What follows belongs to an exercise in optimizing a design on an open flow for small area and a short achievable clock period; a production flow would make more cautious choices. Where RTL was checked, it was by simulation tests only, not by an equivalence proof against the original. No functional check of the RTL was part of runs 4 to 7. Power figures rest on the tool's default switching activity, not on a simulated workload.

==> design/flow/run.sh <==
#!/bin/bash
# synth_recipe.tcl (not shown) runs the flow's synth.tcl, then flattens the netlist and writes it again
# the make line also repeats each setting of config.mk as NAME=value (left out here)
make -C /OpenROAD-flow-scripts/flow DESIGN_CONFIG=/design/flow/config.mk WORK_HOME=/design/flow/orfs CLKGATE_MAP_FILE= SYNTH_SCRIPT=/design/flow/synth_recipe.tcl finish
==> design/flow/design.v <==
package cdma_img_fifo_128x11_pkg;
  localparam int DEPTH  = 128;
  localparam int WIDTH  = 11;
  localparam int ADDR_W = 7;
  localparam int CNT_W  = 8;
  typedef logic [ADDR_W-1:0] addr_t;
  typedef logic [CNT_W-1:0]  cnt_t;
  typedef logic [WIDTH-1:0]  data_t;
  localparam cnt_t FULL_CNT = 8'd128;
endpackage
module ram_128x11
(
  input  logic        clk,
  input  logic [7:0]  wlo,
  input  logic [15:0] whi,
  input  logic        we,
  input  logic [10:0] di,
  input  logic [7:0]  rlo,
  input  logic [15:0] rhi,
  input  logic [15:0] rhi2,
  output logic [10:0] q
);
  logic [10:0] mem_r [128];
  logic [10:0] grp_s [8];
  always_ff @(posedge clk) begin
    for (int k = 0; k < 128; k++) begin
      if (we & whi[k/8] & wlo[k%8]) begin
        mem_r[k] <= di;
      end
    end
  end
  always_comb begin
    for (int i = 0; i < 8; i++) begin
      grp_s[i] = '0;
      for (int j = 0; j < 16; j++) begin
        grp_s[i] = grp_s[i] | (mem_r[8*j+i] & {11{(i < 4) ? rhi[j] : rhi2[j]}});
      end
    end
    q = '0;
    for (int i = 0; i < 8; i++) begin
      q = q | (grp_s[i] & {11{rlo[i]}});
    end
  end
endmodule
module cdma_img_fifo_128x11
(
  input  logic             clk,
  input  logic             reset,
  input  logic             wr_req,
  output logic             wr_ready,
  input  logic [cdma_img_fifo_128x11_pkg::WIDTH-1:0] wr_data,
  output logic             rd_req,
  input  logic             rd_ready,
  output logic [cdma_img_fifo_128x11_pkg::WIDTH-1:0] rd_data,
  input  logic [31:0]      pwrbus_ram_pd
);
  logic  wr_req_in_r;                        
  cdma_img_fifo_128x11_pkg::data_t wr_data_in_r;
  logic  wr_ready_r;                         
  logic  wr_full_r;                          
  cdma_img_fifo_128x11_pkg::cnt_t  wr_count_r;
  logic [7:0]  wr_lo_r;                      
  logic [15:0] wr_hi_r;                      
  logic  wr_popping_r;                       
  logic  rd_pushing_r;                       
  cdma_img_fifo_128x11_pkg::cnt_t  rd_count_r;
  logic [7:0]  rd_lo_r;                      
  logic [15:0] rd_hi_r;                      
  logic [15:0] rd_hi2_r;                     
  logic  rd_req_p_r;                         
  logic  rd_req_int_r;                       
  cdma_img_fifo_128x11_pkg::data_t rd_data_r;
  cdma_img_fifo_128x11_pkg::data_t ram_q_s;
  logic  wr_accept_s;
  logic  wr_reserving_s;
  logic  wr_inc_s;
  logic  wr_dec_s;
  logic  wr_full_next_s;
  logic  wr_req_in_next_s;
  cdma_img_fifo_128x11_pkg::cnt_t  wr_count_next_s;
  logic  rd_popping_s;
  logic  rd_inc_s;
  logic  rd_dec_s;
  cdma_img_fifo_128x11_pkg::cnt_t  rd_count_next_s;
  logic  rd_req_p_next_s;
  logic  rd_req_int_next_s;
  always_comb begin
    wr_accept_s      = wr_req & wr_ready_r;
    wr_reserving_s   = wr_req_in_r & ~wr_full_r;
    wr_inc_s         = wr_reserving_s & ~wr_popping_r;
    wr_dec_s         = wr_popping_r & ~wr_reserving_s;
    if (wr_inc_s) begin
      wr_count_next_s = wr_count_r + 8'd1;
    end else if (wr_dec_s) begin
      wr_count_next_s = wr_count_r - 8'd1;
    end else begin
      wr_count_next_s = wr_count_r;
    end
    wr_full_next_s   = wr_full_r ? ~wr_popping_r : (wr_inc_s & (wr_count_r == 8'd127));
    wr_req_in_next_s = wr_accept_s | (wr_req_in_r & wr_full_r);
  end
  always_ff @(posedge clk) begin
    if (reset) begin
      wr_req_in_r  <= 1'b0;
      wr_ready_r   <= 1'b1;
      wr_full_r    <= 1'b0;
      wr_count_r   <= 8'd0;
      wr_lo_r      <= 8'd1;
      wr_hi_r      <= 16'd1;
      wr_popping_r <= 1'b0;
    end else begin
      wr_req_in_r  <= wr_req_in_next_s;
      wr_ready_r   <= ~(wr_req_in_next_s & wr_full_next_s);
      wr_full_r    <= wr_full_next_s;
      wr_count_r   <= wr_count_next_s;
      if (wr_reserving_s) begin
        wr_lo_r <= {wr_lo_r[6:0], wr_lo_r[7]};
        if (wr_lo_r[7]) wr_hi_r <= {wr_hi_r[14:0], wr_hi_r[15]};
      end
      wr_popping_r <= rd_popping_s;
    end
  end
  always_ff @(posedge clk) begin
    if (wr_accept_s) begin
      wr_data_in_r <= wr_data;
    end
  end
  always_comb begin
    rd_popping_s      = rd_req_p_r & (~rd_req_int_r | rd_ready);
    rd_inc_s          = rd_pushing_r & ~rd_popping_s;
    rd_dec_s          = rd_popping_s & ~rd_pushing_r;
    if (rd_inc_s) begin
      rd_count_next_s = rd_count_r + 8'd1;
    end else if (rd_dec_s) begin
      rd_count_next_s = rd_count_r - 8'd1;
    end else begin
      rd_count_next_s = rd_count_r;
    end
    rd_req_p_next_s   = rd_pushing_r | (rd_req_p_r & ~(rd_popping_s & (rd_count_r == 8'd1)));
    rd_req_int_next_s = rd_popping_s | (rd_req_int_r & ~rd_ready);
  end
  always_ff @(posedge clk) begin
    if (reset) begin
      rd_pushing_r <= 1'b0;
      rd_count_r   <= 8'd0;
      rd_lo_r      <= 8'd1;
      rd_hi_r      <= 16'd1;
      rd_hi2_r     <= 16'd1;
      rd_req_p_r   <= 1'b0;
      rd_req_int_r <= 1'b0;
    end else begin
      rd_pushing_r <= wr_reserving_s;
      rd_count_r   <= rd_count_next_s;
      if (rd_popping_s) begin
        rd_lo_r <= {rd_lo_r[6:0], rd_lo_r[7]};
        if (rd_lo_r[7]) rd_hi_r <= {rd_hi_r[14:0], rd_hi_r[15]};
        if (rd_lo_r[7]) rd_hi2_r <= {rd_hi2_r[14:0], rd_hi2_r[15]};
      end
      rd_req_p_r   <= rd_req_p_next_s;
      rd_req_int_r <= rd_req_int_next_s;
    end
  end
  ram_128x11 u_ram (
    .clk  (clk),
    .wlo  (wr_lo_r),
    .whi  (wr_hi_r),
    .we   (wr_reserving_s),
    .di   (wr_data_in_r),
    .rlo  (rd_lo_r),
    .rhi  (rd_hi_r),
    .rhi2 (rd_hi2_r),
    .q    (ram_q_s)
  );
  always_ff @(posedge clk) begin
    rd_data_r <= rd_popping_s ? ram_q_s : (rd_data_r & {11{rd_req_int_r}});
  end
  assign wr_ready = wr_ready_r;
  assign rd_req   = rd_req_int_r;
  assign rd_data  = rd_data_r;
endmodule
==> design/flow/constraint.sdc <==
create_clock -name core_clock -period 4.2 [get_ports {clk}]
set_input_delay 0.8400 -clock core_clock [delete_from_list [all_inputs] [get_ports {clk}]]
set_output_delay 0.8400 -clock core_clock [all_outputs]
set_load 0.01 [all_outputs]
==> design/flow/config.mk <==
export PLATFORM = sky130hd
export DESIGN_NAME = cdma_img_fifo_128x11
export DESIGN_NICKNAME = cdma_img_fifo_128x11
export VERILOG_FILES = /design/flow/design.v
export SDC_FILE = /design/flow/constraint.sdc
export NUM_CORES = 4
export LEC_CHECK = 0
export ABC_CLOCK_PERIOD_IN_PS = 2200
export CAP_MARGIN = 20
export CORE_MARGIN = 2
export CORE_UTILIZATION = 65
export CTS_CLUSTER_DIAMETER = 80
export CTS_CLUSTER_SIZE = 30
export SETUP_SLACK_MARGIN = 2.0
export SLEW_MARGIN = 20
==> results of run 1 <==
## area by class of cell
type | instances | area (µm²)
sequential | 1517 | 44700
fill | 5170 | 23100
multi-input combinational | 1278 | 10700
timing repair buffer | 246 | 3000
clock buffer | 91 | 1600
tap | 1144 | 1430
inverter | 23 | 169
clock inverter | 7 | 92.6
antenna | 22 | 55.1
timing repair inverter | 2 | 17.5
## worst max path at each step
stage | depth (start not counted) | end | slack (ns) | startpoint
after detailed placement | 9 | rd_count_r[7] | 0.91 | rd_ready
after CTS | 11 | wr_count_r[6] | 1.82 | wr_full_r
final | 11 | wr_count_r[6] | 1.84 | wr_full_r
after global routing | 11 | wr_count_r[6] | 1.75 | wr_full_r
after floorplan | 14 | wr_count_r[6] | 1.68 | wr_full_r
after global placement | 9 | rd_count_r[7] | 0.92 | rd_ready
## worst min-delay path, cell delays in order, from the launching register on
cell and delay, ns:
dfxtp_1 0.33, o21ai_0 0.07, a21oi_1 0.07
## flip-flops by register name (all words and copies together), names as in the netlist
register and cells:
u_ram.mem_r 1408, rd_hi2_r 16, rd_hi_r 16, wr_hi_r 16, rd_data_r 11, wr_data_in_r 11
rd_count_r 8, rd_lo_r 8, wr_count_r 8, wr_lo_r 8, rd_pushing_r 1, rd_req_int_r 1
rd_req_p_r 1, wr_full_r 1, wr_popping_r 1, wr_ready_r 1, wr_req_in_r 1
## synth_stat cells, drive strengths merged (2+ instances only)
| cell | count | area [µm²] |
|---|---|---|
| nand3b | 3 | 22.5 |
| buf | 142 | 1040 |
| nand2 | 128 | 480 |
| xor2 | 4 | 35.0 |
| nand3 | 3 | 15.0 |
| clkbuf | 73 | 274 |
| a21oi | 76 | 380 |
| nand2b | 2 | 12.5 |
| mux2i | 3 | 30.0 |
| a22o | 363 | 3180 |
| nor4 | 2 | 12.5 |
| edfxtp | 1419 | 42600 |
| dfxtp | 98 | 1960 |
| xnor2 | 8 | 70.1 |
| a21o | 4 | 30.0 |
| nand4 | 103 | 644 |
| and2 | 4 | 25.0 |
| and3 | 114 | 713 |
| or3 | 6 | 37.5 |
| o21ai | 3 | 15.0 |
| nor2 | 28 | 105 |
| a22oi | 45 | 338 |
| inv | 23 | 86.3 |
| nor3 | 4 | 20.0 |
| a221oi | 352 | 3100 |
| ha | 11 | 138 |
## report_power, final
group / internal (mW) / total (mW) / switching, mW
clock network: 2.78 / 7.13 / 4.35
registers: 16.5 / 16.6 / 0.0748
logic: 0.184 / 0.591 / 0.407
total: 19.5 / 24.3 / 4.83
## stage by stage
step                      utilization (%)  setup WS [ns]
after global placement               66.7          0.922
after global routing                 72.7           1.75
after detailed placement             66.7          0.911
after CTS                            70.9           1.82
after floorplan                         -           1.68
final                                72.8           1.84
## cell families after synthesis
| group | Yosys count | synth area share, % |
|---|---|---|
| AO/OA/AOI/OAI | 848 | 12.8 |
| XOR/XNOR | 12 | 0.189 |
| adder cells (fa/ha/maj) | 12 | 0.284 |
| buffers and inverters | 239 | 2.53 |
| flip-flops | 1517 | 80.3 |
| multiplexers | 3 | 0.0541 |
| AND/OR/NAND/NOR | 402 | 3.84 |
## timing repair
action,CTS,global route
setup endpoints to repair,1321,381
gates resized for setup,243,184
setup buffers,94,46
cloned,7,9
pin swaps,55,104
## metal layers
metal | GRT usage [%] | wire [µm] | vias to the layer above
met3 | 9.79 | 23100 | 400
met1 | 52.8 | 61600 | 16900
met4 | 13.7 | 7210 | 10
met2 | 56.3 | 76800 | 2525
li1 | - | - | 13000
met5 | 0.333 | 93 | -
==> metrics.cfg, run 1 <==
[run_status]
status=no timing/DRC/antenna violations

[setup_path]
path_max_fanout=8
reg2reg_setup_slack_ns=1.84
crit_family=compound AO/OA/AOI/OAI gates
path_cells=nand2b_4, inv_16, ha_4, inv_8, fa_2, a21o_1, a21o_1, a21o_1, a21oi_2, nor4_1, or3_1
cp-end-kind=flop
cp.arrival_ns=2.93
path_buf_inv=2
startpoint_type=flop
r2r-end=wr_count_r[6]
cp_slowest_cell=fa_2
max_stage_delay_ns=0.37
path_common_cell=a21o_1
r2r-start=wr_full_r
critical_path_class=reg2reg
cp.required_ns=4.78
r2r_cells=11

[synthesis]
synthesis.area_um2=55500
syn_inst=3033
synth_ff_type=edfxtp_1
yosysSeqAreaShare_pct=80.3
async_flop_share_pct=0
ys_ff_latch=1517
synthesis.nets=3092
synth-edff-count=1419
synth_cell_types=43
yosysWarnings=4
syn_avg_cell_area_um2=18.3

[sta]
fin_tns_setup_ns=0
hold_violations=0
max-slew-margin-rel_pct=21.2
slew_violations=0
holdWs_ns=0.516
finalSetupViolations=0
worst_pin_slew_ns=1.18
fmax_mhz=424
rsz0062_at_grt=true
finClkSkew_ns=0.0198
period_minus_slack_ns=2.36
timing.final.crit_share_pct=56.1

[route]
drt_iter0_drc=6006
drt-total-wl_um=169000
num_vias=32800
vias_per_cell=7.58
drtAntennaViolNets=0
routedWlPerCell_um=39.0
drc=0
firstDrtPassIters=7

[clock_network]
postCtsHoldBufs=0
clockBufferDepth=3
cts_sinks=1517
clk_latency_ns=0.68
htree_levels=2
clk_pin_slew_ns=0.11
cts_tree=done
numCtsBuffers=57
clockRootBuffer=clkbuf_16

[global_routing]
grt_pass1_vias=29800
grt_use_total_pct=37.2
grt_pass1_wl_um=225000
antenna_found_initial=14
grt_max_degree=129
grt_overflow=0

[power_and_ir_drop]
ir_worst_vdd_mv=0.455
finalPower_mw=24.3
leakagePower_nw=19.4
power_density_nw_per_um2=393

[place]
place_area_um2=56600
portBuffers=27
dp_hpwl_um=84800
dp.cells=4054
globalplace.congestion=0.853

[flow_run]
drv_cap=0

[die]
fp.coreArea_um2=84900
ios=60
start_util_pct=65.4
die_area_um2=87700
num_rows=107
die_y_um=296
die_x_um=296

[layout]
final_cell_area_um2=61800
layout.cells.non_filler=4330
layout-drive-gt1-share_pct=19.8
area_delta_synth_final_pct=11.4
final_common_cell=edfxtp_1
nNetsFinal=3184
final_cell_mix=edfxtp_1, a22o_1, a221oi_1

[hold_path]
min-delay-start=wr_count_r[7]
whs_path_depth=2
hold_path.class=reg2reg
worst_hold_path.endpoint=wr_count_r[7]

==> run 2, diff against run 1 <==
--- a/design/flow/config.mk
+++ b/design/flow/config.mk
@@ -10,3 +10,3 @@
 export CORE_MARGIN = 2
-export CORE_UTILIZATION = 65
+export CORE_UTILIZATION = 75
 export CTS_CLUSTER_DIAMETER = 80
==> run 2 against run 1 <==
Hold slack worse by 0.0021 ns. Flip-flop and latch count unchanged. Sequential power about the same. Clock skew increased by 0.0024 ns. Via count is 0.69% higher. Area after synthesis stayed put. First-iteration DRC count grew 11%. Register-to-register slack worse by 0.13 ns. Utilization grew 10 points. Still clean on timing, DRC and antenna. Setup slack lost 0.13 ns. Clock power down 3%.
==> metrics.cfg, run 2 <==
[die]
die_y_um=276  ; -6.8%
num_rows=99  ; -7.5%
fp.coreArea_um2=73100  ; -14%
die_area_um2=76200  ; -13%
ios=60  ; unchanged
start_util_pct=75.9  ; +11 points
die_x_um=276  ; -6.8%

[clock_network]
postCtsHoldBufs=0  ; unchanged
numCtsBuffers=56  ; -1.8%
clockBufferDepth=3  ; unchanged
cts_tree=done
htree_levels=2  ; unchanged
cts_sinks=1517  ; unchanged
clk_pin_slew_ns=0.12  ; about the same
clk_latency_ns=0.69  ; about the same
clockRootBuffer=clkbuf_16

[route]
drt_iter0_drc=6683  ; +11%
drt-total-wl_um=160000  ; -5.0%
firstDrtPassIters=17  ; +10
vias_per_cell=7.98  ; +5.3%
num_vias=33000  ; +0.69%
drtAntennaViolNets=0  ; unchanged
drc=0  ; unchanged
routedWlPerCell_um=38.7  ; -0.74%

[synthesis]
async_flop_share_pct=0  ; unchanged
synth.area.top_cells=edfxtp_1, a22o_1, a221oi_1
yosysWarnings=4  ; unchanged
yosysTopAreaCell=edfxtp_1
syn_avg_cell_area_um2=18.3  ; unchanged
synth_cell_types=43  ; unchanged
yosysSeqAreaShare_pct=80.3  ; unchanged
yosysMostFrequentCell=edfxtp_1
syn_inst=3033  ; unchanged
netlist.area_leader.share_pct=76.8  ; unchanged
ys_top_cells_by_count=edfxtp_1, a22o_1, a221oi_1
synth_ff_type=edfxtp_1
synth-edff-count=1419  ; unchanged
synthesis.area_um2=55500  ; unchanged
ys_ff_latch=1517  ; unchanged
synthesis.nets=3092  ; unchanged

[setup_path]
path_max_fanout=5  ; -3
max_stage_delay_ns=0.52  ; +0.15 ns
path_buf_inv=2  ; unchanged
critical_path_class=reg2reg
cp-end-kind=flop
path_cells=buf_12, buf_6, a22o_1, a221oi_2, nand4_1, a22oi_2, nand4_1, a22o_1
cp.required_ns=4.79  ; about the same
crit_family=compound AO/OA/AOI/OAI gates
startpoint_type=flop
cp.arrival_ns=3.07  ; +0.14 ns
cp_slowest_cell=a22oi_2

[global_routing]
grt_overflow=0  ; unchanged
grt_max_degree=126  ; -2.3%
grt_use_total_pct=41.4  ; +4.2 points
grt_pass1_vias=31100  ; +4.2%
grt_pass1_wl_um=222000  ; -1.3%
antenna_found_initial=9  ; -5

[sta]
finalSetupViolations=0  ; unchanged
timing.final.crit_share_pct=59.1  ; +3.0 points
slew_violations=0  ; unchanged
period_minus_slack_ns=2.48  ; +0.125 ns
hold_violations=0  ; unchanged
finClkSkew_ns=0.0222  ; +0.00239 ns
rsz0062_at_grt=true
fin_tns_setup_ns=0  ; unchanged
fmax_mhz=403  ; -5.1%
worst_pin_slew_ns=1.03  ; -0.148 ns
max-slew-margin-rel_pct=31.1  ; +9.9 points

[hold_path]
hold_path.class=reg2reg

[power_and_ir_drop]
ir_worst_vdd_mv=0.534  ; +17%
power_density_nw_per_um2=396  ; +0.74%
leakagePower_nw=19.1  ; -1.4%

[layout]
final_cell_mix=edfxtp_1, a22o_1, a221oi_1
layout-drive-gt1-share_pct=17.4  ; -2.4 points
largest_register=u_ram.mem_r
largest_register_ffs=1408  ; unchanged
nNetsFinal=3180  ; -0.13%
area_delta_synth_final_pct=9.69
final_common_cell=edfxtp_1
layout.cells.non_filler=4142  ; -4.3%
num-fill-cells=3343  ; -35%

[place]
globalplace.congestion=0.916  ; +7.4%
dp.cells=3881  ; -4.3%
dp_hpwl_um=84800  ; about the same
portBuffers=27  ; unchanged

[flow_run]
drv_cap=0  ; unchanged

[run_status]
status=no timing/DRC/antenna violations

-- run 2: cell counts after synthesis --
Identical to the previous run, type by type.
-- run 2: metrics by stage --
stage	hold slack (ns)	setup WS, ns	power (mW)	util (%)	cell area [µm²]
after floorplan	0.448	1.68	17.3	-	55600
after global placement	0.474	0.691	17.4	77.2	56400
after detailed placement	0.488	0.703	17.5	77.2	56400
after CTS	0.506	1.74	23.9	82.0	59900
after global routing	0.514	1.61	24.5	83.2	60800
final	0.514	1.72	24.1	83.3	60900
-- run 2: repair_timing --
item                                    CTS  global route
gates resized for setup                 242           109
buffers inserted                        101            35
gates cloned                              3             2
endpoints found under the setup margin  936           264
pin swaps                                70            84
-- run 2: final timing paths --
kind,cells past startpoint,from,slack [ns],endpoint
worst max-delay path,8,rd_hi_r[1],1.72,rd_data_r[6]
worst min-delay path,2,wr_lo_r[7],0.51,wr_lo_r[7]
worst max register to register,8,rd_hi_r[1],1.72,rd_data_r[6]
worst min register to register,2,wr_lo_r[7],0.51,wr_lo_r[7]
-- run 2: metal layers --
metal	share of wire [%]	track usage [%]	vias up
met2	46	63.1	3211
met4	5.8	19.9	2
met1	33	57.5	16300
met3	15	10.2	568
li1	-	-	12900
met5	0.0075	0	-
-- run 2: cell type report --
cell class / count / area (µm²) / area share [%]
antenna: 16 / 40.0 / 0.0658
clock inverter: 2 / 11.3 / 0.0185
timing repair buffer: 243 / 2620 / 4.31
sequential: 1517 / 44700 / 73.5
multi-input combinational: 1278 / 10500 / 17.2
inverter: 23 / 170 / 0.280
timing repair inverter: 2 / 17.5 / 0.0288
tap: 959 / 1200 / 1.97
clock buffer: 102 / 1620 / 2.66
-- run 2: power breakdown --
part | internal (mW) | switching, mW
clock network | 2.65 | 4.29
logic | 0.184 | 0.404
registers | 16.5 | 0.0804
-- run 2: tightest hold or removal path, stage by stage, from the launching register on --
cell     delay [ns]
dfxtp_1        0.35
nand2_1        0.07
a21oi_1        0.06
-- run 2: kinds of logic (layout without fill, tap and decap cells) --
| group | count (synthesis) | count (layout) | share of synthesized area [%] |
|---|---|---|---|
| compound gates | 848 | 848 | 12.8 |
| xor+xnor | 12 | 12 | 0.189 |
| other cells | 0 | 16 | 0 |
| fa+ha+maj | 12 | 12 | 0.284 |
| flops | 1517 | 1517 | 80.3 |
| simple gates | 402 | 403 | 3.84 |
| buf+inv | 239 | 372 | 2.53 |
| mux | 3 | 3 | 0.0541 |
==> run 3, diff against run 2 <==
--- a/design/flow/config.mk
+++ b/design/flow/config.mk
@@ -10,6 +10,6 @@
 export CORE_MARGIN = 2
-export CORE_UTILIZATION = 75
+export CORE_UTILIZATION = 62
 export CTS_CLUSTER_DIAMETER = 80
-export CTS_CLUSTER_SIZE = 30
-export SETUP_SLACK_MARGIN = 2.0
+export CTS_CLUSTER_SIZE = 28
+export SETUP_SLACK_MARGIN = 2.3
 export SLEW_MARGIN = 20
==> run 3 against run 2 <==
Still clean on timing, DRC and antenna. Wire length is 8.9% higher. Critical path depth increased by 3. Hold slack lost 0.0080 ns. Synthesized cell count is the same. Area after synthesis is the same. Non-clock buffer count grew 36. Cell count increased by 6.3%. Die area is 21% higher. Combinational power is 9.2% higher. Critical path type unchanged. Critical endpoint is now wr_count_r[7]. Highest routed layer unchanged.
==> metrics.cfg, run 3 <==
[die]
die_y_um=303  ; +9.8%
die_x_um=303  ; +9.8%
fp.coreArea_um2=88500  ; +21%
ios=60  ; unchanged
die_area_um2=91900  ; +21%
num_rows=109  ; +10%
start_util_pct=62.7  ; -13 points

[synthesis]
synthesis.nets=3092  ; unchanged
yosysTopAreaCell=edfxtp_1
synthesis.area_um2=55500  ; unchanged
yosysMostFrequentCell=edfxtp_1
async_flop_share_pct=0  ; unchanged
synth_ff_type=edfxtp_1
ys_top_cells_by_count=edfxtp_1, a22o_1, a221oi_1
synth.area.top_cells=edfxtp_1, a22o_1, a221oi_1
syn_avg_cell_area_um2=18.3  ; unchanged
syn_inst=3033  ; unchanged
ys_ff_latch=1517  ; unchanged
synth_cell_types=43  ; unchanged
yosysSeqAreaShare_pct=80.3  ; unchanged
synth-edff-count=1419  ; unchanged
yosysWarnings=4  ; unchanged
netlist.area_leader.share_pct=76.8  ; unchanged

[route]
routedWlPerCell_um=39.6  ; +2.5%
firstDrtPassIters=7  ; -10
drc=0  ; unchanged
drtAntennaViolNets=0  ; unchanged
num_vias=33200  ; +0.34%
drt-total-wl_um=175000  ; +8.9%
vias_per_cell=7.53  ; -5.6%
drt_iter0_drc=5212  ; -22%

[setup_path]
r2r-end=wr_count_r[7]
r2r_cells=11  ; +3
path_common_cell=ha_4
reg2reg_setup_slack_ns=1.75  ; +0.04 ns
crit_family=compound AO/OA/AOI/OAI gates
cp.arrival_ns=3.08  ; about the same
cp.required_ns=4.83  ; +0.04 ns
path_buf_inv=2  ; unchanged
cp-end-kind=flop
path_max_fanout=8  ; +3
startpoint_type=flop
max_stage_delay_ns=0.35  ; -0.17 ns
critical_path_class=reg2reg
r2r-start=wr_full_r
path_cells=nand2b_4, inv_16, ha_4, inv_8, ha_4, a21oi_4, o211ai_1, o41ai_2, xnor2_1, or3_1, a21oi_1
cp_slowest_cell=dfxtp_2

[sta]
fmax_mhz=409  ; +1.5%
holdWs_ns=0.506  ; -0.00801 ns
max-slew-margin-rel_pct=23.2  ; -7.9 points
finalSetupViolations=0  ; unchanged
timing.final.crit_share_pct=58.3  ; -0.86 points
slew_violations=0  ; unchanged
period_minus_slack_ns=2.45  ; -0.0360 ns
hold_violations=0  ; unchanged
fin_tns_setup_ns=0  ; unchanged
rsz0062_at_grt=true
finClkSkew_ns=0.0190  ; -0.00323 ns
worst_pin_slew_ns=1.15  ; +0.118 ns

[layout]
final_cell_mix=edfxtp_1, a22o_1, a221oi_1
largest_register_ffs=1408  ; unchanged
final_common_cell=edfxtp_1
layout-drive-gt1-share_pct=22.3  ; +4.9 points
largest_register=u_ram.mem_r
area_delta_synth_final_pct=13.9
nNetsFinal=3246  ; +2.1%

[place]
globalplace.congestion=0.830  ; -9.4%
dp_hpwl_um=85100  ; +0.39%
portBuffers=27  ; unchanged

[power_and_ir_drop]
leakagePower_nw=19.7  ; +2.9%
ir_worst_vdd_mv=0.360  ; -33%
power_density_nw_per_um2=387  ; -2.2%

[clock_network]
numCtsBuffers=60  ; +7.1%
cts_tree=done
clk_latency_ns=0.71  ; +0.02 ns
htree_levels=2  ; unchanged
clockBufferDepth=3  ; unchanged
clk_pin_slew_ns=0.10  ; -0.02 ns
cts_sinks=1517  ; unchanged
clockRootBuffer=clkbuf_16

[global_routing]
grt_use_total_pct=37.1  ; -4.3 points
grt_overflow=0  ; unchanged
grt_pass1_vias=30600  ; -1.7%
grt_max_degree=129  ; +2.4%
grt_pass1_wl_um=234000  ; +5.7%
antenna_found_initial=5  ; -4

[hold_path]
min-delay-start=wr_count_r[7]
whs_path_depth=2  ; unchanged
worst_hold_path.endpoint=wr_count_r[7]
hold_path.class=reg2reg

[run_status]
status=no timing/DRC/antenna violations

[flow_run]
drv_cap=0  ; unchanged

==> run 3: cell counts after synthesis <==
Identical to the previous run, type by type.
==> run 3: layer usage <==
layer | share of wire (%) | wire length, µm | GRT usage, %
met5 | 0.0074 | 13 | 0
met4 | 4.0 | 7050 | 13.1
met3 | 13 | 23200 | 8.77
met2 | 46 | 79400 | 56.2
met1 | 37 | 64900 | 53.7
==> run 3: tightest hold or removal path: cells and delay by family, from the launching register on <==
| family | cells | cell delay [ns] |
|---|---|---|
| AO/OA/AOI/OAI | 2 | 0.14 |
| flip-flops | 1 | 0.33 |
==> run 3: timing repair <==
item,4_1_cts,5_1_grt
hold buffers,0,0
endpoints found under the setup margin,1516,1146
gates cloned,19,21
pin swaps,85,78
setup buffers,148,31
gates resized for setup,489,126
==> run 3: how the worst max path moves through the flow <==
stage                    from            end  cells after the start
global placement     rd_ready  rd_count_r[7]                      9
CTS                 wr_full_r  wr_count_r[7]                     11
detailed placement   rd_ready  rd_count_r[7]                      9
floorplan           wr_full_r  wr_count_r[6]                     14
global route        wr_full_r  wr_count_r[7]                     11
finish              wr_full_r  wr_count_r[7]                     11
==> run 3: cells by family after synthesis <==
group | after synthesis | synth area share [%]
DFF | 1517 | 80.3
muxes | 3 | 0.0541
and+or+nand+nor | 402 | 3.84
AOI/OAI and AO/OA | 848 | 12.8
xor gates and xnor gates | 12 | 0.189
buffers and inverters | 239 | 2.53
adders and majority gates | 12 | 0.284
==> run 3: through the flow <==
step,area (µm²),total power [mW],std cells,worst slack (ns),util (%)
CTS,62100,24.4,4349,1.76,70.1
floorplan,55600,17.3,3033,1.68,-
detailed placement,56600,17.5,4070,0.920,64.0
global placement,56600,17.4,4070,0.940,64.0
finish,63200,24.5,4404,1.75,71.4
global route,63200,25.0,4402,1.66,71.4
==> run 3: final cells by class <==
type	instances	area, µm²
Multi-Input combinational cell	1303	11300
Antenna cell	2	5.00
Timing Repair Buffer	279	3780
Fill cell	5407	25300
Sequential cell	1517	44800
Inverter	23	169
Clock inverter	4	23.8
Timing Repair inverter	3	25.0
Clock buffer	108	1730
Tap cell	1165	1460
==> run 3: where the power goes <==
group          leakage [nW]  switching, mW  internal [mW]
Sequential             13.6         0.0791           16.5
Clock                 0.844           4.44           2.83
Combinational          5.26          0.433          0.209
Total                  19.7           4.95           19.5
==> run 4, diff against run 3 <==
--- a/design/flow/design.v
+++ b/design/flow/design.v
@@ -19,3 +19,2 @@
   input  logic [15:0] rhi,
-  input  logic [15:0] rhi2,
   output logic [10:0] q
@@ -23,3 +22,3 @@
   logic [10:0] mem_r [128];
-  logic [10:0] grp_s [8];
+  logic [10:0] grp_s [16];
   always_ff @(posedge clk) begin
@@ -32,6 +31,6 @@
   always_comb begin
-    for (int i = 0; i < 8; i++) begin
-      grp_s[i] = '0;
-      for (int j = 0; j < 16; j++) begin
-        grp_s[i] = grp_s[i] | (mem_r[8*j+i] & {11{(i < 4) ? rhi[j] : rhi2[j]}});
+    for (int j = 0; j < 16; j++) begin
+      grp_s[j] = '0;
+      for (int i = 0; i < 8; i++) begin
+        grp_s[j] = grp_s[j] | (mem_r[8*j+i] & {11{rlo[i]}});
       end
@@ -39,4 +38,4 @@
     q = '0;
-    for (int i = 0; i < 8; i++) begin
-      q = q | (grp_s[i] & {11{rlo[i]}});
+    for (int j = 0; j < 16; j++) begin
+      q = q | (grp_s[j] & {11{rhi[j]}});
     end
@@ -68,3 +67,2 @@
   logic [15:0] rd_hi_r;                      
-  logic [15:0] rd_hi2_r;                     
   logic  rd_req_p_r;                         
@@ -147,3 +145,2 @@
       rd_hi_r      <= 16'd1;
-      rd_hi2_r     <= 16'd1;
       rd_req_p_r   <= 1'b0;
@@ -156,3 +153,2 @@
         if (rd_lo_r[7]) rd_hi_r <= {rd_hi_r[14:0], rd_hi_r[15]};
-        if (rd_lo_r[7]) rd_hi2_r <= {rd_hi2_r[14:0], rd_hi2_r[15]};
       end
@@ -170,3 +166,2 @@
     .rhi  (rd_hi_r),
-    .rhi2 (rd_hi2_r),
     .q    (ram_q_s)
@@ -174,3 +169,5 @@
   always_ff @(posedge clk) begin
-    rd_data_r <= rd_popping_s ? ram_q_s : (rd_data_r & {11{rd_req_int_r}});
+    if (rd_popping_s) begin
+      rd_data_r <= ram_q_s;
+    end
   end
--- a/design/flow/config.mk
+++ b/design/flow/config.mk
@@ -10,6 +10,4 @@
 export CORE_MARGIN = 2
-export CORE_UTILIZATION = 62
-export CTS_CLUSTER_DIAMETER = 80
-export CTS_CLUSTER_SIZE = 28
-export SETUP_SLACK_MARGIN = 2.3
+export CORE_UTILIZATION = 55
+export SETUP_SLACK_MARGIN = 2.0
 export SLEW_MARGIN = 20
==> run 4 against run 3 <==
Via count fell by 1.7%. Register-to-register slack got worse by 0.03 ns. Die area rose by 11%. Sequential share of layout area fell by 1.5 points. Utilization fell by 6.5 points. Hold slack got worse by 0.020 ns. Cell count rose by 6.1%. Wire length fell by 4.7%. Critical path depth fell by 4. Largest cell class unchanged. Non-clock buffer count fell by 55.
==> metrics.cfg, run 4 <==
[global_routing]
grt_pass1_wl_um=230000  ; -1.8%
grt_pass1_vias=30500  ; -0.38%
grt_use_total_pct=32.1  ; -5.0 points
antenna_found_initial=6  ; +1
grt_max_degree=129  ; unchanged
grt_overflow=0  ; unchanged

[sta]
max-slew-margin-rel_pct=22.8  ; -0.40 points
fin_tns_setup_ns=0  ; unchanged
fmax_mhz=405  ; -1.0%
rsz0062_at_grt=true
period_minus_slack_ns=2.47  ; +0.0252 ns
finalWorstSetupSlack_ns=1.73  ; -0.0252 ns
timing.final.crit_share_pct=58.9  ; +0.60 points
worst_pin_slew_ns=1.16  ; +0.00600 ns
finClkSkew_ns=0.0264  ; +0.00745 ns
slew_violations=0  ; unchanged
finalSetupViolations=0  ; unchanged
hold_violations=0  ; unchanged
holdWs_ns=0.486  ; -0.0198 ns

[synthesis]
synth-edff-count=1430  ; +0.78%
ys_top_cells_by_count=edfxtp_1, a22oi_1, nand4_1
ys_ff_latch=1501  ; -1.1%
synth_cell_types=42  ; -2.3%
synth_ff_type=edfxtp_1
yosysTopAreaCell=edfxtp_1
async_flop_share_pct=0  ; unchanged
netlist.area_leader.share_pct=78.4  ; +1.6 points
syn_avg_cell_area_um2=17.7  ; -3.2%
yosysSeqAreaShare_pct=81.0  ; +0.65 points
yosysWarnings=4  ; unchanged
synthesis.area_um2=54800  ; -1.3%
synth.area.top_cells=edfxtp_1, a22oi_1, dfxtp_1
synthesis.nets=3153  ; +2.0%
syn_inst=3094  ; +2.0%
yosysMostFrequentCell=edfxtp_1

[run_status]
status=no timing/DRC/antenna violations

[die]
die_x_um=320  ; +5.4%
start_util_pct=55.6  ; -7.1 points
fp.coreArea_um2=98600  ; +11%
num_rows=115  ; +5.5%
ios=60  ; unchanged
die_y_um=320  ; +5.4%
die_area_um2=102000  ; +11%

[clock_network]
clk_pin_slew_ns=0.06  ; -0.04 ns
cts_tree=done
clockRootBuffer=clkbuf_16
cts_sinks=1501  ; -1.1%
clk_latency_ns=0.78  ; +0.07 ns
htree_levels=4  ; +2
clockBufferDepth=3  ; unchanged
numCtsBuffers=149  ; +150%

[place]
globalplace.congestion=0.856  ; +3.0%
dp_hpwl_um=85700  ; +0.74%
dpl_worst_slack_ns=1.05  ; +0.129 ns
portBuffers=27  ; unchanged

[setup_path]
cp-end-kind=flop
cp.arrival_ns=3.00  ; -0.08 ns
cp_slowest_cell=dfxtp_4
crit_family=simple AND/OR/NAND/NOR gates
path_cells=buf_12, buf_16, a22oi_2, nand4_1, a22oi_2, nand4_1, or2_4
path_buf_inv=2  ; unchanged
cp.required_ns=4.72  ; -0.11 ns
path_max_fanout=7  ; -1
max_stage_delay_ns=0.44  ; +0.09 ns
critical_path_class=reg2reg
startpoint_type=flop

[layout]
final_common_cell=edfxtp_1
layout-drive-gt1-share_pct=19.5  ; -2.8 points
largest_register=u_ram.mem_r
multi_input_area_um2=10200  ; -9.5%
utilization_pct=65.0  ; -6.5 points
regArea_um2=44400  ; -0.81%
num-fill-cells=6639  ; +23%
final_cell_mix=edfxtp_1, a22oi_1, nand4_1
nNetsFinal=3317  ; +2.2%
largest_register_ffs=1408  ; unchanged
top_regs=u_ram.mem_r x1408, rd_hi_r x16, wr_hi_r x16
area_delta_synth_final_pct=16.9

[power_and_ir_drop]
p_int_mw=24.4  ; +25%
finalPower_mw=30.7  ; +25%
leakagePower_nw=20.2  ; +2.4%
switching_power_mw=6.34  ; +28%
p_clk_share_pct=42.8  ; +13 points
power_density_nw_per_um2=480  ; +24%
ir_worst_vdd_mv=0.393  ; +9.2%
p_comb_share_pct=3.6  ; +1.0 points
switching_share_pct=20.6  ; +0.43 points
power_frac_seq_pct=53.6  ; -14 points

[route]
drtAntennaViolNets=0  ; unchanged
num_vias=32600  ; -1.7%
drc=0  ; unchanged
drt-total-wl_um=166000  ; -4.7%
vias_per_cell=6.98  ; -7.3%
routedWlPerCell_um=35.6  ; -10%
drt_iter0_drc=5057  ; -3.0%
firstDrtPassIters=7  ; unchanged

[hold_path]
hold_path.class=reg2reg

[flow_run]
drv_cap=0  ; unchanged

[run 4: cell count changes after synthesis, sizes merged, moves of 56 or more]
cell    delta
nand4     +99
a22oi    +748
a22o     -363
a221oi   -352
nand2     -64
buf       -56
[run 4: layout make-up]
| cell class | count | area share [%] |
|---|---|---|
| antenna | 3 | 0.0117 |
| clock inverter | 81 | 1.16 |
| timing repair buffer | 224 | 4.43 |
| clock buffer | 194 | 6.38 |
| inverter | 26 | 0.225 |
| tap | 1287 | 2.51 |
| timing repair inverter | 2 | 0.0274 |
| sequential | 1501 | 69.3 |
| multi-input combinational | 1354 | 15.9 |
[run 4: metal layers]
metal	routed length (µm)	track usage, %
met4	6280	12.6
met1	65500	47.1
met3	17600	5.10
met2	76900	48.8
met5	16	0
[run 4: through the flow]
step / instance area [µm²] / instances
finish: 64000 / 4672
CTS: 63300 / 4641
detailed placement: 56700 / 4284
global placement: 56700 / 4284
floorplan: 54900 / 3094
global route: 64000 / 4669
[run 4: logic make-up (layout without fill, tap and decap cells)]
group	count (synthesis)	in the layout	share of synthesized area (%)
flip-flops	1501	1501	81.0
AO/OA/AOI/OAI	849	849	11.4
AND/OR/NAND/NOR	460	460	4.79
buffers and inverters	239	527	1.94
multiplexers	22	22	0.404
adder cells (fa/ha/maj)	12	12	0.288
XOR/XNOR	11	11	0.176
other	0	3	0
[run 4: timing repair]
item,CTS,global route
endpoints found under the hold margin,0,0
pin swaps,80,80
hold buffers,0,0
setup endpoints to repair,916,757
gates resized for setup,199,131
cloned,13,3
buffers inserted,69,24
[run 4: worst paths after layout]
check	start	endpoint	slack [ns]	depth (start not counted)
max	rd_lo_r[5]	rd_data_r[2]	1.73	7
min	wr_lo_r[6]	wr_lo_r[7]	0.49	2
max reg2reg	rd_lo_r[5]	rd_data_r[2]	1.73	7
min reg2reg	wr_lo_r[6]	wr_lo_r[7]	0.49	2
[run 4: tightest hold or removal path, stage by stage, from the launching register on]
cell and delay [ns]:
dfxtp_1 0.33, nand2_1 0.06, a21oi_1 0.05
[run 4: power groups by stage]
stage          Sequential, mW  Clock, mW  Combinational [mW]
6_report                 16.5       13.2                1.09
5_1_grt                  16.5       13.8                1.15
4_1_cts                  16.5       13.2                1.04
3_5_place_dp             16.8          0               0.874
3_3_place_gp             16.8          0               0.838
2_1_floorplan            16.9          0               0.418
==> run 5, diff against run 4 <==
--- a/design/flow/config.mk
+++ b/design/flow/config.mk
@@ -11,2 +11,4 @@
 export CORE_UTILIZATION = 55
+export CTS_CLUSTER_DIAMETER = 60
+export CTS_CLUSTER_SIZE = 34
 export SETUP_SLACK_MARGIN = 2.0
==> run 5 against run 4 <==
Cell count fell by 1.9%. Total power fell by 6.4%. Count of clock-buffer cells in the layout fell by 84. Largest power group unchanged. First-iteration DRC count fell by 2.4%. Highest routed layer unchanged. Sequential power barely moved.
==> metrics.cfg, run 5 <==
[run_status]
status=no timing/DRC/antenna violations

[setup_path]
cp-end-kind=flop
r2r-start=rd_lo_r[4]
cp.required_ns=4.69  ; -0.03 ns
critical_path_class=reg2reg
cp.arrival_ns=2.94  ; -0.06 ns
r2r_cells=8  ; +1
reg2reg_setup_slack_ns=1.76  ; +0.03 ns
startpoint_type=flop
critPathLaunch=rd_lo_r[4]
r2r-end=rd_data_r[1]
path_max_fanout=12  ; +5

[clock_network]
clockRootBuffer=clkbuf_16
cts_tree=done
clk_pin_slew_ns=0.09  ; +0.03 ns
clk_latency_ns=0.74  ; -0.04 ns
numCtsBuffers=105  ; -30%
clockBufferDepth=3  ; unchanged
postCtsHoldBufs=0  ; unchanged
cts_sinks=1501  ; unchanged
htree_levels=3  ; -1

[layout]
nNetsFinal=3260  ; -1.7%
top_regs=u_ram.mem_r x1408, rd_hi_r x16, wr_hi_r x16
layout-drive-gt1-share_pct=20.3  ; +0.83 points
num-fill-cells=6637  ; -0.030%
final_cell_area_um2=63200  ; -1.3%
final_common_cell=edfxtp_1
largest_register=u_ram.mem_r
final_cell_mix=edfxtp_1, a22oi_1, nand4_1
regArea_um2=44400  ; unchanged
multi_input_area_um2=10300  ; +1.3%
area_delta_synth_final_pct=15.4
largest_register_ffs=1408  ; unchanged

[synthesis]
synth-edff-count=1430  ; unchanged
synthesis.nets=3153  ; unchanged
netlist.area_leader.share_pct=78.4  ; unchanged
yosysWarnings=4  ; unchanged
syn_avg_cell_area_um2=17.7  ; unchanged
synth.area.top_cells=edfxtp_1, a22oi_1, dfxtp_1
synth_ff_type=edfxtp_1
async_flop_share_pct=0  ; unchanged
ys_ff_latch=1501  ; unchanged
yosysMostFrequentCell=edfxtp_1
synthesis.area_um2=54800  ; unchanged
yosysTopAreaCell=edfxtp_1
yosysSeqAreaShare_pct=81.0  ; unchanged
synth_cell_types=42  ; unchanged
ys_top_cells_by_count=edfxtp_1, a22oi_1, nand4_1
syn_inst=3094  ; unchanged

[route]
topRoutingLayerUsed=met5
drc=0  ; unchanged
vias_per_cell=7.02  ; +0.66%
firstDrtPassIters=8  ; +1
drt_iter0_drc=4935  ; -2.4%
wl_met3_um=17700  ; +0.30%
met1_length_um=65100  ; -0.56%
num_vias=32200  ; -1.3%
wl_met2_um=77700  ; +0.99%
drtAntennaViolNets=0  ; unchanged
drt-total-wl_um=166000  ; -0.15%
routedWlPerCell_um=36.2  ; +1.8%

[die]
die_x_um=320  ; unchanged
num_rows=115  ; unchanged
die_y_um=320  ; unchanged
start_util_pct=55.6  ; unchanged
die_area_um2=102000  ; unchanged
ios=60  ; unchanged
fp.coreArea_um2=98600  ; unchanged

[hold_path]
worst_hold_path.endpoint=wr_lo_r[7]
whs_path_depth=2  ; unchanged
hold_path.class=reg2reg
min-delay-start=wr_lo_r[6]

[sta]
finalWorstSetupSlack_ns=1.76  ; +0.0276 ns
finClkSkew_ns=0.0334  ; +0.00700 ns
finalSetupViolations=0  ; unchanged
holdWs_ns=0.491  ; +0.00473 ns
slew_violations=0  ; unchanged
fmax_mhz=409  ; +1.1%
hold_violations=0  ; unchanged
worst_pin_slew_ns=1.11  ; -0.0492 ns
max-slew-margin-rel_pct=26.1  ; +3.3 points
timing.final.crit_share_pct=58.2  ; -0.66 points
rsz0062_at_grt=true
period_minus_slack_ns=2.44  ; -0.0276 ns
fin_tns_setup_ns=0  ; unchanged

[power_and_ir_drop]
ir_worst_vdd_mv=0.445  ; +13%
leakagePower_nw=19.6  ; -2.8%
power_density_nw_per_um2=455  ; -5.2%

[place]
place_area_um2=56700  ; unchanged
globalplace.congestion=0.856  ; unchanged
portBuffers=27  ; unchanged
dp_hpwl_um=85700  ; unchanged
dpl_worst_slack_ns=1.05  ; unchanged

[global_routing]
grt_overflow=0  ; unchanged
grt_max_degree=129  ; unchanged
grt_pass1_wl_um=230000  ; -0.28%
antenna_found_initial=7  ; +1
grt_pass1_vias=30100  ; -1.1%
grt_use_total_pct=31.9  ; -0.19 points

[flow_run]
drv_cap=0  ; unchanged

==> run 5: cell counts after synthesis <==
Identical to the previous run, type by type.
==> run 5: kinds of logic (layout without fill, tap and decap cells) <==
logic type | after synthesis | in the layout | synth area share (%)
compound gates | 849 | 849 | 11.4
xor+xnor | 11 | 11 | 0.176
fa+ha+maj | 12 | 12 | 0.288
buf+inv | 239 | 438 | 1.94
flops | 1501 | 1501 | 81.0
mux | 22 | 22 | 0.404
other cells | 0 | 2 | 0
simple gates | 460 | 460 | 4.79
==> run 5: worst max-delay path by stage <==
stage                     slack (ns)                  to
after CTS                       1.82        rd_data_r[4]
after detailed placement        1.05  u_ram.mem_r[31][4]
final                           1.76        rd_data_r[1]
after global placement          1.11       rd_count_r[7]
after floorplan                 1.79       wr_count_r[7]
after global routing            1.69        rd_data_r[2]
==> run 5: area by class of cell <==
class	instances	share of cell area, %
timing repair buffer	211	4.57
sequential	1501	70.2
timing repair inverter	2	0.0277
multi-input combinational	1354	16.3
inverter	26	0.245
tap	1287	2.55
clock inverter	89	1.85
clock buffer	110	4.19
antenna	2	0.00792
==> run 5: per-stage QoR <==
stage | power [mW] | utilization [%] | std cells
6_report | 28.8 | 64.1 | 4582
5_1_grt | 29.4 | 64.1 | 4581
4_1_cts | 28.8 | 63.3 | 4558
3_5_place_dp | 17.7 | 57.5 | 4284
3_3_place_gp | 17.7 | 57.5 | 4284
2_1_floorplan | 17.3 | - | 3094
==> run 5: report_power, final <==
group	switching [mW]	leakage [nW]	total (mW)	internal (mW)
sequential	0.0602	13.4	16.5	16.4
clock	5.88	1.85	11.2	5.34
combinational	0.725	4.32	1.09	0.360
==> run 5: what timing repair did <==
action,in CTS,in global routing
cloned,16,7
resized for setup,212,165
pin swaps,80,92
setup endpoints to repair,916,850
hold endpoints to repair,0,0
setup buffers,59,14
==> run 5: critical path: stages (launching register included) <==
cell and delay (ns):
dfxtp_4 0.37, buf_12 0.15, buf_12 0.17, buf_8 0.15, a22oi_2 0.17, nand4_1 0.19, a22oi_2 0.40, nand4_1 0.25
or2_4 0.30
==> run 5: layer usage <==
| layer | global-route usage [%] | vias to the layer above |
|---|---|---|
| met5 | 0 | - |
| met4 | 10.6 | 4 |
| met3 | 5.29 | 263 |
| met2 | 49.7 | 1995 |
| met1 | 46.5 | 16800 |
| li1 | - | 13200 |
==> run 6, diff against run 5 <==
--- a/design/flow/config.mk
+++ b/design/flow/config.mk
@@ -10,5 +10,5 @@
 export CORE_MARGIN = 2
-export CORE_UTILIZATION = 55
-export CTS_CLUSTER_DIAMETER = 60
-export CTS_CLUSTER_SIZE = 34
+export CORE_UTILIZATION = 65
+export CTS_CLUSTER_DIAMETER = 80
+export CTS_CLUSTER_SIZE = 30
 export SETUP_SLACK_MARGIN = 2.0
==> run 6 against run 5 <==
Register-to-register slack got worse by 0.09 ns. Largest cell class unchanged. Global-route usage increased by 3.9 points. Cell area decreased by 4.5%. Via count decreased by 1.5%. Area after synthesis unchanged. Sequential power about the same. Total power decreased by 15%. Still clean. Utilization increased by 8.1 points. Fmax decreased by 3.5%. Clock power decreased by 38%.
==> metrics.cfg, run 6 <==
[synthesis]
synth_cell_types=42  ; unchanged
netlist.area_leader.share_pct=78.4  ; unchanged
yosysMostFrequentCell=edfxtp_1
synthesis.area_um2=54800  ; unchanged
yosysWarnings=4  ; unchanged
yosysTopAreaCell=edfxtp_1
yosysSeqAreaShare_pct=81.0  ; unchanged
ys_ff_latch=1501  ; unchanged
syn_avg_cell_area_um2=17.7  ; unchanged
synth.area.top_cells=edfxtp_1, a22oi_1, dfxtp_1
synth-edff-count=1430  ; unchanged
async_flop_share_pct=0  ; unchanged
synth_ff_type=edfxtp_1
ys_top_cells_by_count=edfxtp_1, a22oi_1, nand4_1
synthesis.nets=3153  ; unchanged
syn_inst=3094  ; unchanged

[route]
routedWlPerCell_um=36.9  ; +1.9%
drtAntennaViolNets=0  ; unchanged
vias_per_cell=7.41  ; +5.4%
firstDrtPassIters=6  ; -2
drt-total-wl_um=158000  ; -4.8%
num_vias=31700  ; -1.5%
drc=0  ; unchanged
drt_iter0_drc=5029  ; +1.9%

[sta]
hold_violations=0  ; unchanged
fmax_mhz=395  ; -3.5%
worst_pin_slew_ns=1.27  ; +0.164 ns
slew_violations=0  ; unchanged
max-slew-margin-rel_pct=15.2  ; -11 points
finalWorstSetupSlack_ns=1.67  ; -0.0875 ns
holdWs_ns=0.415  ; -0.0763 ns
finClkSkew_ns=0.0261  ; -0.00726 ns
finalSetupViolations=0  ; unchanged
rsz0062_at_grt=true
timing.final.crit_share_pct=60.3  ; +2.1 points
period_minus_slack_ns=2.53  ; +0.0875 ns
fin_tns_setup_ns=0  ; unchanged

[layout]
area_delta_synth_final_pct=10.2
final_common_cell=edfxtp_1
final_cell_mix=edfxtp_1, a22oi_1, nand4_1
largest_register=u_ram.mem_r
top_regs=u_ram.mem_r x1408, rd_hi_r x16, wr_hi_r x16
nNetsFinal=3202  ; -1.8%
layout-drive-gt1-share_pct=16.0  ; -4.3 points
largest_register_ffs=1408  ; unchanged

[setup_path]
max_stage_delay_ns=0.49  ; +0.09 ns
critical_path_class=reg2reg
cp.required_ns=4.63  ; -0.06 ns
path_cells=buf_12, a22oi_2, nand4_1, a22oi_2, nand4_1, or2_4
cp_slowest_cell=a22oi_2
cp.arrival_ns=2.97  ; +0.03 ns
startpoint_type=flop
path_max_fanout=41  ; +29
cp-end-kind=flop

[place]
globalplace.congestion=0.862  ; +0.71%
dp_hpwl_um=83100  ; -3.1%
portBuffers=27  ; unchanged
dpl_worst_slack_ns=1.14  ; +0.0877 ns

[global_routing]
grt_overflow=0  ; unchanged
antenna_found_initial=5  ; -2
grt_use_total_pct=35.9  ; +3.9 points
grt_pass1_wl_um=217000  ; -5.5%
grt_max_degree=129  ; unchanged
grt_pass1_vias=29200  ; -3.0%

[clock_network]
clk_pin_slew_ns=0.11  ; +0.02 ns
cts_tree=done
clockBufferDepth=3  ; unchanged
numCtsBuffers=56  ; -47%
cts_sinks=1501  ; unchanged
htree_levels=2  ; -1
clk_latency_ns=0.68  ; -0.06 ns
clockRootBuffer=clkbuf_16

[die]
num_rows=106  ; -7.8%
die_y_um=294  ; -7.9%
ios=60  ; unchanged
start_util_pct=65.6  ; +10 points
fp.coreArea_um2=83600  ; -15%
die_area_um2=86600  ; -15%
die_x_um=294  ; -7.9%

[run_status]
status=no timing/DRC/antenna violations

[power_and_ir_drop]
power_density_nw_per_um2=404  ; -11%
ir_worst_vdd_mv=0.484  ; +8.7%
finalPower_mw=24.4  ; -15%
leakagePower_nw=18.4  ; -6.0%

[flow_run]
drv_cap=0  ; unchanged

[hold_path]
hold_path.class=in2reg

==> run 6: cell counts after synthesis <==
No cell type changed its count.
==> run 6: worst paths after layout <==
path / start / end / slack, ns / depth (start not counted)
hold reg to reg: wr_lo_r[7] / wr_lo_r[7] / 0.51 / 2
setup reg to reg: rd_lo_r[0] / rd_data_r[4] / 1.67 / 6
hold / removal: reset / wr_count_r[5] / 0.41 / 2
setup / recovery: rd_lo_r[0] / rd_data_r[4] / 1.67 / 6
==> run 6: metal layers <==
layer	GRT usage, %	routed length, µm	vias to the layer above	part of all wire [%]
li1	-	-	13000	-
met1	52.6	59600	16300	38
met2	55.0	74200	2110	47
met3	6.28	18300	277	12
met5	0	18	-	0.011
met4	13.5	5910	2	3.7
==> run 6: report_power, final <==
part           total, mW  leakage [nW]  switching [mW]  internal (mW)
sequential          16.5          13.4          0.0635           16.4
clock               6.92         0.781            4.27           2.65
combinational      0.995          4.21           0.676          0.319
total               24.4          18.4            5.01           19.4
==> run 6: logic make-up after synthesis <==
family                   count (synthesis)  share of synthesized area, %
flip-flops                            1501                          81.0
AO/OA/AOI/OAI                          849                          11.4
adder cells (fa/ha/maj)                 12                         0.288
multiplexers                            22                         0.404
buffers and inverters                  239                          1.94
XOR/XNOR                                11                         0.176
AND/OR/NAND/NOR                        460                          4.79
==> run 6: layout make-up <==
| class | instances | area [µm²] |
|---|---|---|
| Tap cell | 1080 | 1350 |
| Timing Repair Buffer | 204 | 2680 |
| Clock inverter | 4 | 28.8 |
| Clock buffer | 100 | 1610 |
| Antenna cell | 10 | 25.0 |
| Sequential cell | 1501 | 44400 |
| Inverter | 26 | 131 |
| Fill cell | 5111 | 23200 |
| Multi-Input combinational cell | 1354 | 10200 |
==> run 6: per-stage QoR <==
step / utilization, % / std cells / area (µm²)
floorplan: - / 3094 / 54900
global placement: 67.5 / 4076 / 56400
detailed placement: 67.5 / 4076 / 56400
CTS: 71.3 / 4236 / 59600
global route: 72.3 / 4269 / 60400
finish: 72.3 / 4279 / 60400
==> run 6: worst max-delay path: cells and delay by family (launching register included) <==
kind            cells  cell delay, ns
compound gates      2            0.67
buf+inv             1            0.22
flops               1            0.42
simple gates        3            0.93
==> run 6: timing repair <==
item                       in CTS  in global routing
hold buffers                    0                  0
pin swaps                      62                 78
cloned                          9                  7
gates resized for setup       274                 75
buffers inserted               47                 24
setup endpoints to repair    1465                 17
==> run 7, diff against run 6 <==
--- a/design/flow/design.v
+++ b/design/flow/design.v
@@ -21,9 +21,23 @@
 );
-  logic [10:0] mem_r [128];
+  logic [127:0][10:0] mem_r;
   logic [10:0] grp_s [16];
+  logic [15:0] gwe_s;      
+  logic [7:0]  nlo_s;      
+  logic [127:0] wr_s;      
+  logic [127:0] hold_s;    
+  always_comb begin
+    for (int i = 0; i < 8; i++) begin
+      nlo_s[i] = |(wlo & ~(8'd1 << i));
+    end
+    for (int j = 0; j < 16; j++) begin
+      gwe_s[j] = we & whi[j];
+    end
+    for (int k = 0; k < 128; k++) begin
+      wr_s[k]   = gwe_s[k/8] & wlo[k%8];
+      hold_s[k] = ~gwe_s[k/8] | nlo_s[k%8];
+    end
+  end
   always_ff @(posedge clk) begin
     for (int k = 0; k < 128; k++) begin
-      if (we & whi[k/8] & wlo[k%8]) begin
-        mem_r[k] <= di;
-      end
+      mem_r[k] <= (di & {11{wr_s[k]}}) | (mem_r[k] & {11{hold_s[k]}});
     end
==> run 7 against run 6 <==
First-iteration DRC count is 54% higher. Sequential share of layout area shrank 24 points. Synthesized cell count rose by 65%. Combinational power up 63%. Clock power rose by 3.2%. Fmax down 5.7%. Area after synthesis up 1.8%.
==> metrics.cfg, run 7 <==
[layout]
largest_register=u_ram.mem_r
nNetsFinal=4820  ; +51%
final_cell_mix=dfxtp_1, a22o_1, a22oi_1
top_regs=u_ram.mem_r x1408, rd_hi_r x16, wr_hi_r x16
area_delta_synth_final_pct=9.51
layout-drive-gt1-share_pct=13.9  ; -2.1 points
final_cell_area_um2=61000  ; +1.1%
largest_register_ffs=1408  ; unchanged
final_common_cell=dfxtp_1
layout.cells.non_filler=5928  ; +39%

[route]
wl_met3_um=30100  ; +65%
drtAntennaViolNets=0  ; unchanged
met1_length_um=78100  ; +31%
drt_iter0_drc=7733  ; +54%
vias_per_cell=7.86  ; +6.1%
drc=0  ; unchanged
wl_met2_um=84900  ; +15%
num_vias=46600  ; +47%
topRoutingLayerUsed=met5
routedWlPerCell_um=34.8  ; -5.6%
firstDrtPassIters=8  ; +2
drt-total-wl_um=207000  ; +31%

[sta]
rsz0062_at_grt=true
fmax_mhz=372  ; -5.7%
finClkSkew_ns=0.0305  ; +0.00436 ns
max-slew-margin-rel_pct=23.6  ; +8.4 points
slew_violations=0  ; unchanged
hold_violations=0  ; unchanged
finalSetupViolations=0  ; unchanged
holdWs_ns=0.490  ; +0.0751 ns
worst_pin_slew_ns=1.14  ; -0.126 ns
fin_tns_setup_ns=0  ; unchanged
timing.final.crit_share_pct=63.9  ; +3.7 points
finalWorstSetupSlack_ns=1.51  ; -0.154 ns
period_minus_slack_ns=2.69  ; +0.154 ns

[setup_path]
r2r-start=rd_lo_r[7]
cp.required_ns=4.66  ; +0.03 ns
r2r_cells=7  ; +1
cp.arrival_ns=3.15  ; +0.18 ns
reg2reg_setup_slack_ns=1.51  ; -0.15 ns
path_max_fanout=7  ; -83%
r2r-end=rd_data_r[3]
startpoint_type=flop
cp-end-kind=flop
critical_path_class=reg2reg

[flow_run]
drv_cap=0  ; unchanged

[synthesis]
ys_ff_latch=1501  ; unchanged
yosysSeqAreaShare_pct=54.3  ; -27 points
syn_avg_cell_area_um2=10.9  ; -38%
async_flop_share_pct=0  ; unchanged
netlist.area_leader.share_pct=53.1  ; -25 points
yosysTopAreaCell=dfxtp_1
synth_cell_types=47  ; +12%
yosysMostFrequentCell=dfxtp_1
yosysWarnings=3  ; -1
synth-edff-count=22  ; -98%
synth.area.top_cells=dfxtp_1, a22o_1, a22oi_1
synth_ff_type=dfxtp_1
ys_top_cells_by_count=dfxtp_1, a22o_1, a22oi_1
synthesis.area_um2=55700  ; +1.8%
synthesis.nets=5155  ; +63%
syn_inst=5096  ; +65%

[place]
globalplace.congestion=0.934  ; +8.4%
place_area_um2=55500  ; -1.6%
dpl_worst_slack_ns=1.01  ; -0.123 ns
portBuffers=27  ; unchanged
dp.cells=5687  ; +40%
dp_hpwl_um=110000  ; +32%

[clock_network]
clk_latency_ns=0.70  ; +0.02 ns
clk_pin_slew_ns=0.12  ; about the same
clockRootBuffer=clkbuf_16
cts_sinks=1501  ; unchanged
clockBufferDepth=3  ; unchanged
htree_levels=2  ; unchanged
numCtsBuffers=57  ; +1.8%
cts_tree=done
postCtsHoldBufs=0  ; unchanged

[hold_path]
min-delay-start=u_ram.mem_r[484]
whs_path_depth=1  ; -1
worst_hold_path.endpoint=u_ram.mem_r[484]
hold_path.class=reg2reg

[global_routing]
grt_max_degree=129  ; unchanged
grt_pass1_vias=42600  ; +46%
grt_overflow=0  ; unchanged
antenna_found_initial=9  ; +4
grt_pass1_wl_um=295000  ; +36%
grt_use_total_pct=44.0  ; +8.2 points

[die]
die_x_um=297  ; +0.86%
die_area_um2=88100  ; +1.7%
ios=60  ; unchanged
num_rows=107  ; +0.94%
die_y_um=297  ; +0.86%
start_util_pct=65.5  ; -0.097 points
fp.coreArea_um2=85100  ; +1.9%

[power_and_ir_drop]
power_density_nw_per_um2=385  ; -4.7%
ir_worst_vdd_mv=0.378  ; -22%
leakagePower_nw=23.0  ; +25%

[run_status]
status=no timing/DRC/antenna violations

## run 7: cell count changes after synthesis, moves of 16 or more
| cell | change |
|---|---|
| a22o_1 | +1408 |
| dfxtp_1 | +1408 |
| edfxtp_1 | -1408 |
| clkbuf_1 | +205 |
| buf_2 | +186 |
| nand2_1 | +104 |
| buf_4 | +47 |
| nor2_1 | +19 |
| and2_1 | +16 |
| and3_1 | +16 |
| inv_1 | -16 |
## run 7: layout make-up
class	instances	area, µm²
diodes	6	15.0
clock buffers	66	1490
clock inverters	10	119
fillers	6135	24100
inverters	11	65.1
multi-input cells	2926	23800
flip-flops and latches	1501	30300
well taps	1144	1430
repair buffers	262	3780
repair inverters	2	17.5
## run 7: cells by family after synthesis
| logic type | after synthesis | synth area share [%] |
|---|---|---|
| DFF | 1501 | 54.3 |
| AOI/OAI and AO/OA | 2255 | 33.3 |
| muxes | 22 | 0.397 |
| xor gates and xnor gates | 12 | 0.189 |
| adders and majority gates | 12 | 0.283 |
| buffers and inverters | 669 | 5.43 |
| and+or+nand+nor | 625 | 6.08 |
## run 7: metrics by stage
stage	util [%]	power (mW)
floorplan	-	15.8
global route	71.7	23.9
detailed placement	65.2	16.3
CTS	70.5	23.3
finish	71.7	23.5
global placement	65.2	16.3
## run 7: repair_timing
item / 4_1_cts / 5_1_grt
endpoints found under the setup margin: 1456 / 1128
endpoints found under the hold margin: 0 / 0
pin swaps: 134 / 69
resized for setup: 365 / 122
cloned: 26 / 6
buffers inserted: 88 / 39
## run 7: critical path, cell delays in order (launching register included)
cell	delay, ns
dfxtp_4	0.46
buf_12	0.19
buf_12	0.13
a22oi_2	0.14
nand4_1	0.20
a22oi_2	0.47
nand4_1	0.46
or2_4	0.39
## run 7: worst max path at each step
stage	from	endpoint	slack, ns	cells past startpoint
2_1_floorplan	wr_full_r	wr_count_r[7]	1.81	13
3_3_place_gp	wr_lo_r[0]	u_ram.mem_r[205]	1.08	5
3_5_place_dp	wr_lo_r[0]	u_ram.mem_r[198]	1.01	5
4_1_cts	rd_lo_r[3]	rd_data_r[2]	1.82	6
5_1_grt	rd_lo_r[3]	rd_data_r[9]	1.70	7
6_report	rd_lo_r[7]	rd_data_r[3]	1.51	7
## run 7: report_power, final
group | switching (mW) | leakage, nW | internal (mW) | total (mW)
logic | 1.01 | 10.0 | 0.608 | 1.62
registers | 0.197 | 12.2 | 14.5 | 14.7
clock network | 4.45 | 0.787 | 2.69 | 7.14
## run 7: layer usage
| metal | track usage (%) | vias up |
|---|---|---|
| met5 | 2.22 | - |
| met4 | 24.2 | 12 |
| met3 | 13.3 | 684 |
| met2 | 61.9 | 3619 |
| met1 | 60.3 | 23000 |
| li1 | - | 19300 |

[what the ideal ports hide]
How much do the figures lean on ideal ports? The routed layouts below were timed once more, with nothing changed but the port constraints. Step 1 assumes that a clkbuf_16 drives the clock port and a buf_2 every other input. Step 2 adds t to the input delays and takes it off the output delays; t is the mean of the earliest and latest rising clock arrival at the registers after step 1. Input paths then give back, and output paths get back, about the clock's delay inside the block. Three values: no drivers, after step 1, after step 2; two values: the first two.
| run | t (ns) | setup WS [ns] | hold slack, ns | worst setup path at the end | slew at the worst register clock pin (ns) |
|---|---|---|---|---|---|
| run 1 | 0.746 | 1.843 / 1.843 / 1.490 | 0.516 / 0.516 / 0.516 | input to register | 0.12 / 0.12 |
| run 2 | 0.752 | 1.717 / 1.717 / 1.267 | 0.514 / 0.514 / 0.514 | input to register | 0.12 / 0.12 |
| run 3 | 0.777 | 1.753 / 1.754 / 1.498 | 0.506 / 0.506 / 0.506 | input to register | 0.11 / 0.11 |
| run 4 | 0.844 | 1.728 / 1.728 / 1.252 | 0.486 / 0.486 / 0.486 | input to register | 0.07 / 0.07 |
| run 5 | 0.798 | 1.756 / 1.756 / 1.312 | 0.491 / 0.491 / 0.491 | input to register | 0.10 / 0.10 |
| run 6 | 0.743 | 1.668 / 1.668 / 1.557 | 0.415 / 0.365 / 0.510 | input to register | 0.12 / 0.12 |
| run 7 | 0.756 | 1.514 / 1.514 / 1.362 | 0.490 / 0.476 / 0.490 | input to register | 0.12 / 0.12 |
After both steps every run listed still meets setup and hold. The setup slack of run 4, which loses most, moves by 0.000 ns with the drivers and by -0.476 ns with both steps.
